Background: an optimization exercise with open tools, aiming at small area, a short achievable clock period and few clock cycles per item. Do not read the settings as production practice.
In this exercise RTL edits were held to simulation tests only and were not proved equivalent to the original.
Power is estimated from default activity; no workload was simulated.

==> design/flow/design.v <==
package irsa_pkg;
    localparam int unsigned MAX_DIM = 4096;
    localparam int unsigned CFG_W   = 13;
    localparam int unsigned IDX_W   = 2;
    localparam int unsigned DIM_W   = 13;
    localparam int unsigned POS_W   = 12;
    localparam int unsigned ROT_W   = 2;
    localparam int unsigned BPP_W   = 5;
    localparam int unsigned PROD_W  = POS_W + DIM_W;
    localparam int unsigned ADDR_W  = 28;
    localparam logic [IDX_W-1:0] REG_SRC_WIDTH       = 2'd0;
    localparam logic [IDX_W-1:0] REG_SRC_HEIGHT      = 2'd1;
    localparam logic [IDX_W-1:0] REG_ROTATION        = 2'd2;
    localparam logic [IDX_W-1:0] REG_BYTES_PER_PIXEL = 2'd3;
    localparam logic [ROT_W-1:0] ROT_INVALID = 2'd0;
    localparam logic [ROT_W-1:0] ROT_90      = 2'd1;
    localparam logic [ROT_W-1:0] ROT_180     = 2'd2;
    localparam logic [ROT_W-1:0] ROT_270     = 2'd3;
    localparam logic [DIM_W-1:0] DIM_MAX = DIM_W'(MAX_DIM);
    localparam logic [DIM_W-1:0] DIM_RST = 13'd1;
    localparam logic [BPP_W-1:0] BPP_MAX = 5'd16;
    localparam logic [BPP_W-1:0] BPP_RST = 5'd4;
    typedef struct packed {
        logic accept;
        logic map_en;
        logic out_load;
    } t_dp_cmd;
endpackage
import irsa_pkg::*;
module image_rotate_scatter_address
#(
    parameter int unsigned PIXEL_BITS = 32
) (
    input  logic                  i_clk,
    input  logic                  i_rst_n,
    input  logic                  i_cfg_wr_en,
    input  logic [IDX_W-1:0]      i_cfg_index,
    input  logic [CFG_W-1:0]      i_cfg_wdata,
    input  logic                  i_in_valid,
    output logic                  o_in_stall,
    input  logic [PIXEL_BITS-1:0] i_pixel_in,
    input  logic                  i_frame_start,
    output logic                  o_out_valid,
    input  logic                  i_out_stall,
    output logic [PIXEL_BITS-1:0] o_pixel_out,
    output logic [POS_W-1:0]      o_dest_col,
    output logic [POS_W-1:0]      o_dest_row,
    output logic [ADDR_W-1:0]     o_byte_address,
    output logic                  o_frame_last,
    output logic                  o_bad_rotation
);
    logic [POS_W-1:0] r_wm1;      
    logic [POS_W-1:0] r_hm1;      
    logic [ROT_W-1:0] r_rot;
    logic [BPP_W-1:0] r_bpp;      
    logic [POS_W-1:0] cfg_dm1;
    logic [BPP_W-1:0] cfg_bpp;
    always_comb begin
        if (i_cfg_wdata == '0) begin
            cfg_dm1 = '0;
        end else if (i_cfg_wdata > CFG_W'(MAX_DIM)) begin
            cfg_dm1 = POS_W'(MAX_DIM - 1);
        end else begin
            cfg_dm1 = POS_W'(i_cfg_wdata - CFG_W'(1));
        end
        if (i_cfg_wdata[BPP_W-1:0] == '0) begin
            cfg_bpp = BPP_W'(1);
        end else if (i_cfg_wdata[BPP_W-1:0] > BPP_MAX) begin
            cfg_bpp = BPP_MAX;
        end else begin
            cfg_bpp = i_cfg_wdata[BPP_W-1:0];
        end
    end
    always_ff @(posedge i_clk) begin
        if (!i_rst_n) begin
            r_wm1 <= '0;
            r_hm1 <= '0;
            r_rot <= ROT_90;
            r_bpp <= BPP_RST;
        end else if (i_cfg_wr_en) begin
            unique case (i_cfg_index)
                REG_SRC_WIDTH:       r_wm1 <= cfg_dm1;
                REG_SRC_HEIGHT:      r_hm1 <= cfg_dm1;
                REG_ROTATION:        r_rot <= i_cfg_wdata[ROT_W-1:0];
                REG_BYTES_PER_PIXEL: r_bpp <= cfg_bpp;
                default: begin
                end
            endcase
        end
    end
    wire rot90  = (r_rot == ROT_90);
    wire rot180 = (r_rot == ROT_180);
    wire rot270 = (r_rot == ROT_270);
    wire bad    = (r_rot == ROT_INVALID);
    localparam int unsigned DB_W = 17;
    localparam int unsigned RB_W = 16;
    logic [POS_W-1:0]      r_pc, r_pr;         
    logic [DB_W-1:0]       r_db;               
    logic [ADDR_W-1:0]     r_s;                
    logic [RB_W-1:0]       r_rb;               
    logic                  r_direct;           
    logic                  r_ov;
    logic                  r_stall;
    logic                  r_sv;
    logic [PIXEL_BITS-1:0] r_spix;
    logic                  r_sfs;
    logic [PIXEL_BITS-1:0] r_pix;
    logic [POS_W-1:0]      r_dr, r_dc;
    logic [ADDR_W-1:0]     r_addr;
    logic                  r_last;
    logic                  r_bad;
    localparam logic [2:0] E_INIT = 3'd0;
    localparam logic [2:0] E_Y    = 3'd1;
    localparam logic [2:0] E_DB   = 3'd2;
    localparam logic [2:0] E_S    = 3'd3;
    localparam logic [2:0] E_SF   = 3'd4;
    localparam logic [2:0] E_P    = 3'd5;
    localparam logic [2:0] E_PF   = 3'd6;
    localparam logic [2:0] E_R    = 3'd7;
    logic       r_busy;
    logic [2:0] r_est;
    logic [3:0] r_idx;
    wire accept   = i_in_valid && !r_stall;
    wire can_load = !r_ov || !i_out_stall;
    wire have     = r_sv || accept;
    wire load     = can_load && have;
    wire skid_ld  = accept && !can_load;
    wire                  fs  = r_sv ? r_sfs  : i_frame_start;
    wire [PIXEL_BITS-1:0] pix = r_sv ? r_spix : i_pixel_in;
    logic [POS_W:0] wd_x, hd_x;
    assign wd_x = {1'b0, r_wm1} - {1'b0, r_pc};
    assign hd_x = {1'b0, r_hm1} - {1'b0, r_pr};
    wire [POS_W-1:0] wd = wd_x[POS_W-1:0];
    wire [POS_W-1:0] hd = hd_x[POS_W-1:0];
    wire oor      = wd_x[POS_W] || hd_x[POS_W];
    wire colend_s = (wd == '0);
    wire rowend_s = (hd == '0);
    wire pc_zero  = (r_pc == '0);
    wire org_s    = pc_zero && (r_pr == '0);
    wire [POS_W-1:0] pc1 = r_pc + POS_W'(1);
    wire [POS_W-1:0] pr1 = r_pr + POS_W'(1);
    wire colend_o = (r_wm1 == '0);
    wire rowend_o = (r_hm1 == '0);
    logic [POS_W-1:0] dr_s, dc_s, dr_o, dc_o;
    always_comb begin
        dr_s = '0; dc_s = '0; dr_o = '0; dc_o = '0;
        unique case (r_rot)
            ROT_90:  begin dr_s = r_pc; dc_s = hd;   dr_o = '0;    dc_o = r_hm1; end
            ROT_180: begin dr_s = hd;   dc_s = wd;   dr_o = r_hm1; dc_o = r_wm1; end
            ROT_270: begin dr_s = wd;   dc_s = r_pr; dr_o = r_wm1; dc_o = '0;    end
            default: begin end
        endcase
    end
    wire restart = fs || oor;
    wire at_org  = restart || org_s;
    wire [POS_W-1:0] npc_s = colend_s ? '0 : pc1;
    wire [POS_W-1:0] npr_s = colend_s ? (rowend_s ? '0 : pr1) : r_pr;
    wire [POS_W-1:0] npc_o = colend_o ? '0 : POS_W'(1);
    wire [POS_W-1:0] npr_o = (colend_o && !rowend_o) ? POS_W'(1) : '0;
    logic [ADDR_W-1:0] add_a, add_b;
    logic              add_sub;
    wire               mbit;
    wire [ADDR_W-1:0]  add_sum = add_a + (add_sub ? ~add_b : add_b) + ADDR_W'(add_sub);
    always_comb begin
        add_a   = r_addr;
        add_b   = '0;
        add_sub = 1'b0;
        if (r_busy) begin
            unique case (r_est)
                E_S, E_P: begin
                    add_a = {r_addr[ADDR_W-2:0], 1'b0};
                    add_b = mbit ? ADDR_W'(r_db) : '0;
                end
                default: begin   
                    add_a = r_addr;
                    add_b = (r_est == E_SF && rot270) ? '0 : ADDR_W'(r_rb);
                end
            endcase
        end else if (pc_zero && !rot180) begin
            add_a   = r_s;
            add_b   = ADDR_W'(r_rb);
            add_sub = rot90;
        end else begin
            add_a   = r_addr;
            add_b   = rot180 ? ADDR_W'(r_bpp) : ADDR_W'(r_db);
            add_sub = !rot90;
        end
    end
    wire             rbit;
    wire             rb_dbl = r_busy && (r_est == E_Y || r_est == E_P || r_est == E_R);
    wire [RB_W:0]    rb_sum = {1'b0, (rb_dbl ? {r_rb[RB_W-2:0], 1'b0} : r_rb)}
                              + ((rb_dbl && !rbit) ? '0 : (RB_W+1)'(r_bpp));
    wire [POS_W-1:0] ymul = rot180 ? r_wm1 : r_hm1;
    wire [POS_W-1:0] rr   = pc_zero ? r_pr : pr1;
    wire [POS_W-1:0] mmul = (r_est == E_P) ? dr_s : dr_o;
    logic [POS_W-1:0] rmul;
    always_comb begin
        unique case (r_est)
            E_P:     rmul = dc_s;
            E_R:     rmul = rr;
            default: rmul = ymul;
        endcase
    end
    assign mbit = mmul[r_idx];
    assign rbit = rmul[r_idx];
    wire [POS_W-1:0] lz_in = (r_est == E_INIT) ? ymul : dr_o;
    logic [3:0] lz_top;
    always_comb begin
        lz_top = '0;
        for (int i = 0; i < POS_W; i++) begin
            if (lz_in[i]) lz_top = 4'(i);
        end
    end
    wire idx_last = (r_idx == '0);
    wire mid      = !oor && !org_s;
    always_ff @(posedge i_clk) begin
        if (!i_rst_n) begin
            r_pc     <= '0;
            r_pr     <= '0;
            r_ov     <= 1'b0;
            r_sv     <= 1'b0;
            r_busy   <= 1'b1;
            r_stall  <= 1'b1;
            r_est    <= E_INIT;
            r_direct <= 1'b0;
        end else begin
            r_ov <= load || (r_ov && i_out_stall);
            if (skid_ld) begin
                r_sv <= 1'b1;
            end else if (load) begin
                r_sv <= 1'b0;
            end
            if (load) begin
                r_direct <= 1'b0;
                if (restart) begin
                    r_pc <= npc_o;
                    r_pr <= npr_o;
                end else begin
                    r_pc <= npc_s;
                    r_pr <= npr_s;
                end
            end
            if (i_cfg_wr_en) begin
                r_busy <= 1'b1;
                r_est  <= E_INIT;
            end else if (r_busy) begin
                unique case (r_est)
                    E_INIT: begin
                        r_est <= E_Y;
                    end
                    E_Y: begin
                        if (idx_last) r_est <= E_DB;
                    end
                    E_DB: begin
                        r_est <= (dr_o == '0) ? E_SF : E_S;
                    end
                    E_S: begin
                        if (idx_last) r_est <= E_SF;
                    end
                    E_SF: begin
                        if (mid) begin
                            r_est <= E_P;
                        end else begin
                            r_busy <= 1'b0;
                        end
                    end
                    E_P: begin
                        if (idx_last) r_est <= E_PF;
                    end
                    E_PF: begin
                        r_est <= E_R;
                    end
                    default: begin   
                        if (idx_last) begin
                            r_busy   <= 1'b0;
                            r_direct <= 1'b1;
                        end
                    end
                endcase
            end
            r_stall <= (i_cfg_wr_en || (r_busy && !(
                           (r_est == E_SF && !mid) || (r_est == E_R && idx_last))))
                       || skid_ld || (r_sv && !load);
        end
    end
    always_ff @(posedge i_clk) begin
        if (r_busy) begin
            unique case (r_est)
                E_INIT: begin
                    r_idx <= lz_top;
                    r_rb  <= '0;
                end
                E_Y: begin
                    r_idx <= r_idx - 4'd1;
                    r_rb  <= rb_sum[RB_W-1:0];
                end
                E_DB: begin
                    r_db   <= rb_sum[DB_W-1:0];
                    r_idx  <= lz_top;
                    r_addr <= '0;
                end
                E_S: begin
                    r_idx  <= r_idx - 4'd1;
                    r_addr <= add_sum;
                end
                E_SF: begin
                    r_s    <= add_sum;
                    r_addr <= '0;
                    r_rb   <= '0;
                    r_idx  <= 4'(POS_W - 1);
                end
                E_P: begin
                    r_idx  <= r_idx - 4'd1;
                    r_addr <= add_sum;
                    r_rb   <= rb_sum[RB_W-1:0];
                end
                E_PF: begin
                    r_addr <= add_sum;
                    r_rb   <= '0;
                    r_idx  <= 4'(POS_W - 1);
                end
                default: begin   
                    r_idx <= r_idx - 4'd1;
                    r_rb  <= rb_sum[RB_W-1:0];
                end
            endcase
        end else if (load) begin
            if (at_org) begin
                r_rb <= r_bpp;
            end else if (pc_zero) begin
                r_rb <= rb_sum[RB_W-1:0];
            end
            if (bad) begin
                r_addr <= '0;
            end else if (at_org) begin
                r_addr <= r_s;
            end else if (!r_direct) begin
                r_addr <= add_sum;
            end
        end
    end
    always_ff @(posedge i_clk) begin
        if (skid_ld) begin
            r_spix <= i_pixel_in;
            r_sfs  <= i_frame_start;
        end
        if (load) begin
            r_pix  <= pix;
            r_bad  <= bad;
            if (restart) begin
                r_dr   <= dr_o;
                r_dc   <= dc_o;
                r_last <= colend_o && rowend_o;
            end else begin
                r_dr   <= dr_s;
                r_dc   <= dc_s;
                r_last <= colend_s && rowend_s;
            end
        end
    end
    assign o_in_stall     = r_stall;
    assign o_out_valid    = r_ov;
    assign o_pixel_out    = r_pix;
    assign o_dest_col     = r_dc;
    assign o_dest_row     = r_dr;
    assign o_byte_address = r_addr;
    assign o_frame_last   = r_last;
    assign o_bad_rotation = r_bad;
endmodule
==> design/flow/run.sh <==
#!/bin/bash
# synth_recipe.tcl (not shown) runs the flow's synth.tcl, then flattens the netlist and writes it again
# the make line also repeats each setting of config.mk as NAME=value (left out here)
make -C /OpenROAD-flow-scripts/flow DESIGN_CONFIG=/design/flow/config.mk WORK_HOME=/design/flow/orfs CLKGATE_MAP_FILE= SYNTH_SCRIPT=/design/flow/synth_recipe.tcl finish
==> design/flow/config.mk <==
export PLATFORM = sky130hd
export DESIGN_NAME = image_rotate_scatter_address
export DESIGN_NICKNAME = image_rotate_scatter_address
export VERILOG_FILES = /design/flow/design.v
export SDC_FILE = /design/flow/constraint.sdc
export NUM_CORES = 4
export LEC_CHECK = 0
export CAP_MARGIN = 20
export CORE_MARGIN = 2
export CORE_UTILIZATION = 40
export SLEW_MARGIN = 20
==> design/flow/constraint.sdc <==
create_clock -name core_clock -period 10.0 [get_ports {i_clk}]
set_input_delay 2.0000 -clock core_clock [delete_from_list [all_inputs] [get_ports {i_clk}]]
set_output_delay 2.0000 -clock core_clock [all_outputs]
set_load 0.01 [all_outputs]
==> notes.md <==
Fraction of layout cells with a size suffix above 1 = 0.07591
Hold Fails Final Rpt = 0
Sw power = 858.1 uW
WL per Instance = 21.66 um
Post-CTS Resized = 0
Worst-Skew Late Latency = 0.57 ns
Setup_tns = 0 ns
Worst slew margin = 0.3339
Largest net degree at the start of global routing = 57
Run status = no timing/DRC/antenna violations
Number of global-route vias before repair = 14.21k
Critical Path AT = 7.90 ns
Port bufs = 140
Synth Area per Inst = 9.015 um2
Clock slew at reported path FFs = 0.07 ns
Horiz. Die Dim = 209.1 um
Final net count = 2076
# DRC = 0
Hold crit path type = register to register
Synth top area cells = edfxtp_1 33%, dfxtp_1 7.5%, nand2_1 6.5%
Clock power frac = 0.367
CP required = 10.43 ns
Vias post-DR = 15.13k
Unrepaired setup endpoints after global routing = false
Initial Util = 0.4028
Most common cell after layout, fill and taps aside = nand2_1
Placed cells = 2463
Crit path capture type = register
Tcrit/Tclk final = 0.7469
Peak VDD IR = 0.1153 mV
Final hold slack = 0.5140 ns
Cell Pwr Density = 144.0 nW/um2
MaxCap Viol Count = 0
Max Buffers Root-to-Sink = 3
Final Util = 0.4705
Warnings, synthesis = 1
CTS tree = yes
Drt initial violations = 1476
Seq cells post-synth = 247
Antenna Nets Post-Route = 0
Syn nets = 1988
Fraction of registers with async set/reset = 0
Die Ht = 209.1 um
Largest area contributor in the synthesized netlist = edfxtp_1
Sequential-to-total area share from yosys stat = 0.4035
Total Routing Usage GR = 0.2427
Synth unique cells = 87
Worst Hold Depth = 2
Setup repair bufs after CTS = 0
CP max FO = 16
I/O pin count = 141
Slew @ Worst Pin = 0.9866 ns
P&R area growth vs syn = 16.80%
Sequential fraction of design power = 0.426
Leakage = 7.344 nW
Non-Filler Instances = 2516
Hpwl dp = 39100 um
Switching share of power = 0.3034
Cells after Synth = 1866
Root Buffer = clkbuf_16
Rows = 75
GP Congestion = 0.9961
H-tree depth = 1
Hold buffers post-CTS = 0
EDFF count, synth = 184
Initial antenna violation count = 1
Setup Crit Path Kind = register to register
Via density = 6.014
Cell Area, Synth = 16820 um2
DRT Pass-1 Iters = 7
Achievable Freq = 133.9 MHz
Post-synth top area share = 0.3285
Design Power = 2.828 mW
Post-synth top flop = edfxtp_1
First-pass GRT wire length = 83880 um
Startpoint Class = register
Worst Reg-to-Reg Cells = 26
Core Box Area = 41760 um2
Crit path time final = 7.469 ns
Die Area = 43710 um2
Internal power = 1.970 mW
Final wirelength = 54490 um
Setup violators final = 0
Most frequent cells in the layout = 290 x nand2_1, 184 x edfxtp_1, 140 x clkdlybuf4s50_1
Grt ovf = 0
Fin. max-slew vios = 0
Sink Count = 247
Clock Skew = 0.02304 ns
Num CTS Buffers = 28
Gate power share = 0.208
## kinds of logic (layout without fill, tap and decap cells)
group	Yosys count	after routing	synth area share
AOI/OAI and AO/OA	512	512	0.2092
xor gates and xnor gates	107	107	0.05571
adders and majority gates	70	70	0.05370
buffers and inverters	197	307	0.04552
DFF	247	247	0.4035
muxes	76	76	0.04783
other	0	1	0
and+or+nand+nor	657	657	0.1845
## per-stage QoR
stage / worst slack [ns] / cell area, um2
after floorplan: 3.797 / 16820
after global placement: 2.868 / 18720
after detailed placement: 2.606 / 18720
after CTS: 2.591 / 19650
after global routing: 1.951 / 19650
final: 2.531 / 19650
## metal layers
| metal | GRT usage | vias to the layer above | share of wire |
|---|---|---|---|
| met1 | 0.3638 | 7210 | 0.46 |
| met4 | 0.07759 | 0 | 0.030 |
| li1 | - | 7117 | - |
| met2 | 0.3532 | 702 | 0.41 |
| met5 | 0 | - | 0 |
| met3 | 0.04178 | 103 | 0.094 |
## power by group through the flow
stage / registers [mW] / logic, mW / clock network, mW
3_5_place_dp: 1.22 / 0.570 / 0
2_1_floorplan: 1.19 / 0.417 / 0
6_report: 1.20 / 0.587 / 1.04
4_1_cts: 1.20 / 0.574 / 1.06
3_3_place_gp: 1.22 / 0.569 / 0
5_1_grt: 1.21 / 0.640 / 1.10
## critical path, cell delays in order, from the launching register on
cell	delay, ns
dfxtp_1	0.41
inv_1	0.12
ha_1	0.24
fa_1	0.42
nor2b_1	0.24
o2111ai_1	0.16
nand2_1	0.10
xor2_1	0.54
a221o_1	0.28
o311ai_0	0.19
a311o_1	0.43
a21oi_2	0.61
a221oi_1	0.20
a21oi_1	0.27
xnor2_1	0.13
fa_1	0.45
nor2b_1	0.12
o21ai_0	0.09
a21boi_0	0.26
o21ai_0	0.15
a21o_1	0.21
nand3_1	0.10
or3b_2	0.50
a31oi_1	0.27
a211oi_1	0.23
or4_1	0.51
nand4_1	0.09
## cell type report
class | instances | area, um2
Antenna cell | 1 | 2.502
Sequential cell | 247 | 6788
Inverter | 83 | 311.5
Multi-Input combinational cell | 1422 | 9308
Fill cell | 3973 | 22110
Clock inverter | 15 | 115.1
Timing Repair Buffer | 172 | 1642
Tap cell | 539 | 674.4
Clock buffer | 37 | 807.0
## state kept, by name (all words and copies together) (netlist names), 16 cells and up
register	cells
r_pix	32
r_spix	32
r_addr	28
r_s	28
r_db	17
r_rb	16
## Yosys cell counts, drive strengths merged (8+ instances only)
cell / n
a31oi: 34
nor4: 22
edfxtp: 184
o21ai: 94
xor2: 30
o22ai: 20
o21a: 13
or4: 8
and2: 20
mux2i: 41
o211ai: 9
nand4: 16
nor2b: 16
or3: 10
nand2b: 11
a21o: 25
nor2: 119
and3: 45
a221oi: 12
buf: 21
a211oi: 34
mux2: 35
ha: 65
a21oi: 106
clkbuf: 93
o31ai: 15
nor3b: 11
a22oi: 25
a222oi: 16
nand2: 290
o2111ai: 8
nor3: 33
a22o: 40
inv: 79
xnor2: 77
nand3: 35
dfxtp: 63
## path summary, 6_finish.rpt
kind / from / end / slack, ns
setup / recovery: r_wm1[0] / r_addr[26] / 2.53
setup reg to reg: r_wm1[0] / r_addr[26] / 2.53
hold / removal: r_direct / r_direct / 0.51
hold reg to reg: r_direct / r_direct / 0.51
Testbench counts, summed over its fixed seeds: cycles 36,404, items 35,658.

[what the ideal ports hide]
In the flow no input, the clock included, has a driving cell. The finished layout below was timed again as built, in two steps.
Step 1 assumes that a clkbuf_16 drives the clock port and a buf_2 every other input.
Step 2 moves the port delays by t, midway between the first and last clock arrival at a register: inputs arrive t later, outputs are due t later. That takes back most of the time a late clock gives input paths.
a / b / c = no drivers / after step 1 / after step 2; a / b = the first two.
t, ns: 0.608
setup WS [ns]: 2.531 / 2.531 / 2.531
clock arrival spread, ns: 0.025 / 0.024
pins driven straight from the clock port: 1
After both steps this run still meets setup and hold. The setup slack of this run moves by 0.000 ns with the drivers and by 0.000 ns with both steps.
